Source: an optimization exercise on an open RTL-to-GDS flow (aim: small area and a short achievable clock period). Production flows keep margins and buffers that such runs may drop. RTL that was checked went through simulation tests only; none was proved equivalent to the original.

v28:
## aes_round_top
module aes_round_top (
  input  wire          clk,
  input  wire          rst,
  input  wire          in_valid,
  input  wire [256:0]  in_data,
  output wire          out_valid,
  output wire [127:0]  out_state
);
Size in the first run: about 4,400 cells after synthesis, about 1,000 flip-flops, ~390 I/O pins, ~43,000 um2 of cells after synthesis.
==> flow/config.mk <==
export PLATFORM = sky130hd
export DESIGN_NAME = aes_round_top
export DESIGN_NICKNAME = aes_round_top
export VERILOG_FILES = /design/flow/design.v
export SDC_FILE = /design/flow/constraint.sdc
export NUM_CORES = 4
export LEC_CHECK = 0
export CAP_MARGIN = 20
export CORE_MARGIN = 2
export CORE_UTILIZATION = 50
export CTS_BUF_LIST = sky130_fd_sc_hd__clkbuf_8
export CTS_CLUSTER_DIAMETER = 65
export CTS_CLUSTER_SIZE = 18
export PLACE_DENSITY = 0.65
export SETUP_SLACK_MARGIN = 2.7
export SLEW_MARGIN = 20
==> flow/constraint.sdc <==
create_clock -name core_clock -period 5.0 [get_ports {clk}]
set_input_delay 1.0000 -clock core_clock [delete_from_list [all_inputs] [get_ports {clk}]]
set_output_delay 1.0000 -clock core_clock [all_outputs]
set_load 0.01 [all_outputs]
standard.sh (not shown) runs the stock make flow with config.mk's settings and CLKGATE_MAP_FILE= SYNTH_SCRIPT=/design/flow/synth_recipe.tcl, a recipe that flattens the netlist after the stock synthesis.
==> flow/flow/run.sh <==
#!/bin/bash
# Own layout flow: the standard layout (standard.sh) with two changes.
#  1. Synthesis maps the logic with flow/abc.script (area-recovering mapping
#     that keeps the XOR structure of the s-boxes) in place of ORFS's ABC
#     speed script. Everything else in synthesis is the standard one
#     (synth_recipe.tcl on a copy of ORFS's scripts folder), so registers keep
#     their standard names and cells.
#  2. Ports are buffered with sky130_fd_sc_hd__buf_1 instead of the default
#     delay-cell buffer; before detailed placement, flow/pre_dpl.tcl makes
#     the port buffers buf_2 and the result registers dfxtp_2.
# Each tool's output goes to a log of its own in this folder (synth.log,
# layout.log) and ORFS's per-step logs under orfs/logs/.
set -euo pipefail
W=$PWD
rm -rf "$W/scripts_abc"
cp -r "$FLOW_HOME/scripts" "$W/scripts_abc"
cp "$W/flow/abc.script" "$W/scripts_abc/abc_speed.script"
bash "$W/standard.sh" synth SCRIPTS_DIR="$W/scripts_abc" > "$W/synth.log" 2>&1
bash "$W/standard.sh" finish "BUFFER_PORTS_ARGS=-buffer_cell sky130_fd_sc_hd__buf_1" \
  "PRE_DETAIL_PLACE_TCL=$W/flow/pre_dpl.tcl" > "$W/layout.log" 2>&1
==> flow/flow/abc.script <==
strash
dch -f
map -a
topo
buffer -c
upsize -c
dnsize -c
==> flow/flow/pre_dpl.tcl <==
# Runs before detailed placement (ORFS hook PRE_DETAIL_PLACE_TCL), which
# legalises the cells resized here.
# Stronger cells on the paths from the inputs and to the outputs: the port
# buffers become buf_2, and the result registers, which drive the output
# buffers, dfxtp_2 (same flip-flop, higher drive).
set n_buf 0
set n_reg 0
foreach inst [get_cells *] {
  set name [get_full_name $inst]
  set ref [get_property $inst ref_name]
  if {$ref == "sky130_fd_sc_hd__buf_1" && [regexp {^(input|output)[0-9]+$} $name]} {
    replace_cell $inst sky130_fd_sc_hd__buf_2
    incr n_buf
  } elseif {$ref == "sky130_fd_sc_hd__dfxtp_1" && [regexp {^u_mix_key\.out_state} $name]} {
    replace_cell $inst sky130_fd_sc_hd__dfxtp_2
    incr n_reg
  }
}
puts "pre_dpl: resized $n_buf port buffers and $n_reg result registers"
> inputs changed (v28 -> v13)
- swapping 2.7 for 2.75 in SETUP_SLACK_MARGIN
- swapping 65 for 60 in CTS_CLUSTER_DIAMETER
- swapping 18 for 16 in CTS_CLUSTER_SIZE
==> flow/flow/abc.script <==
&get -n
&st
&dch -f
&nf -a -R 1000
&put
buffer -c
upsize -c
dnsize -c
--- outcome ---
v13 has completed all stages; timing, DRC and antenna checks passed. v13 has count of non-CTS buffers in the layout above what v28 had. Re maximum fanout count along the critical path: v13 is 4 up on v28. Where cell area after layout is concerned, v28 is outperformed by v13. In the flow results for v13 and v28, the area fraction in and, or, nand and nor cells after synthesis is larger on v28.

========
Another version of the RTL of aes_round_top (not shown whole).
Size: ~4000 cells after synthesis, about 610 flip-flops, roughly 390 I/O pins, about 0.035 sq mm of cells after synthesis.
export LEC_CHECK = 0
export CAP_MARGIN = 20
export CORE_MARGIN = 2
export CORE_UTILIZATION = 50
export CTS_BUF_LIST = sky130_fd_sc_hd__clkbuf_8
export CTS_CLUSTER_DIAMETER = 60
export CTS_CLUSTER_SIZE = 16
export PLACE_DENSITY = 0.65
export SLEW_MARGIN = 20
create_clock -name core_clock -period 5.0 [get_ports {clk}]
==> flow/flow/run.sh <==
#!/bin/bash
# Own layout flow: the standard layout (standard.sh) with two changes.
#  1. Synthesis maps the logic with flow/abc.script (area-recovering mapping
#     that keeps the XOR structure of the s-boxes) in place of ORFS's ABC
#     speed script. Everything else in synthesis is the standard one
#     (synth_recipe.tcl on a copy of ORFS's scripts folder), so registers keep
#     their standard names and cells.
#  2. Ports are buffered with sky130_fd_sc_hd__buf_1 instead of the default
#     delay-cell buffer.
# Each tool's output goes to a log of its own in this folder (synth.log,
# layout.log) and ORFS's per-step logs under orfs/logs/.
set -euo pipefail
W=$PWD
rm -rf "$W/scripts_abc"
cp -r "$FLOW_HOME/scripts" "$W/scripts_abc"
cp "$W/flow/abc.script" "$W/scripts_abc/abc_speed.script"
bash "$W/standard.sh" synth SCRIPTS_DIR="$W/scripts_abc" > "$W/synth.log" 2>&1
bash "$W/standard.sh" finish "BUFFER_PORTS_ARGS=-buffer_cell sky130_fd_sc_hd__buf_1" > "$W/layout.log" 2>&1
==> flow/flow/abc.script <==
strash
dch -f
map -a
topo
buffer -c
upsize -c
dnsize -c
The first run produced a clean layout.
==> next run, changes <==
--- a/flow/flow/run.sh
+++ b/flow/flow/run.sh
@@ -9 +9,2 @@
-#     delay-cell buffer.
+#     delay-cell buffer; before detailed placement, flow/pre_dpl.tcl makes
+#     the port buffers buf_2 and the result registers dfxtp_2.
@@ -18 +19,2 @@
-bash "$W/standard.sh" finish "BUFFER_PORTS_ARGS=-buffer_cell sky130_fd_sc_hd__buf_1" > "$W/layout.log" 2>&1
+bash "$W/standard.sh" finish "BUFFER_PORTS_ARGS=-buffer_cell sky130_fd_sc_hd__buf_1" \
+  "PRE_DETAIL_PLACE_TCL=$W/flow/pre_dpl.tcl" > "$W/layout.log" 2>&1
==> flow/flow/pre_dpl.tcl (new file) <==
# Runs before detailed placement (ORFS hook PRE_DETAIL_PLACE_TCL), which
# legalises the cells resized here.
# Stronger cells on the paths from the inputs and to the outputs: the port
# buffers become buf_2, and the result registers, which drive the output
# buffers, dfxtp_2 (same flip-flop, higher drive).
set n_buf 0
set n_reg 0
foreach inst [get_cells *] {
  set name [get_full_name $inst]
  set ref [get_property $inst ref_name]
  if {$ref == "sky130_fd_sc_hd__buf_1" && [regexp {^(input|output)[0-9]+$} $name]} {
    replace_cell $inst sky130_fd_sc_hd__buf_2
    incr n_buf
  } elseif {$ref == "sky130_fd_sc_hd__dfxtp_1" && [regexp {^u_mix_key\.out_state} $name]} {
    replace_cell $inst sky130_fd_sc_hd__dfxtp_2
    incr n_reg
  }
}
puts "pre_dpl: resized $n_buf port buffers and $n_reg result registers"
SETUP_SLACK_MARGIN = 2.0   (was unset)
After rerunning: The new run produced a clean layout; wire length went up slightly; cell area went up by a few percent; clock-buffer cell count went up by 5; sequential share of layout area went down by 1.0 points; setup slack is better by 0.28 ns; sequential cell count stays the same; final cell count went up slightly.
==> next run, changes <==
SETUP_SLACK_MARGIN = 2.3   (was 2.0)
After rerunning:
- register-to-register slack is better by 0.07 ns
- worst setup slack improves by 0.12 ns
- first-iteration DRC count is lower by roughly a tenth
Function was not checked in any run of this note: the RTL went through the layout flow alone.

[separate check: timing with driven ports]
In the flow no input, the clock included, has a driving cell. The finished layouts below were timed again as built, in two steps. Step 1: set_driving_cell puts a clkbuf_16 on clk and a buf_2 on each other input, an assumption about the parent block. Step 2 also shifts input and output timing later by t, the mid clock arrival at the registers, as if the neighbouring blocks saw the same clock. Three values: ideal ports, drivers, drivers and shift; two values: the first two.
run | shift t [ns] | slack for setup (ns) | worst register clock-pin slew, ns | pins driven straight from the clock port
v28 | 0.740 | 2.785 / 2.718 / 2.165 | 0.11 / 0.11 | 1
v13 | 0.741 | 2.788 / 2.760 / 2.258 | 0.10 / 0.10 | 1
the first run of note 2 | 0.714 | 1.820 / 1.852 / 1.138 | 0.10 / 0.10 | 1
the second run of note 2 | 0.714 | 2.102 / 2.135 / 1.421 | 0.11 / 0.11 | 1
the third run of note 2 | 0.724 | 2.219 / 2.219 / 1.557 | 0.11 / 0.11 | 1
After both steps every run listed still meets setup and hold. For the first run of note 2, which loses most, drivers alone change the setup slack by +0.032 ns; drivers and shift together by -0.682 ns.
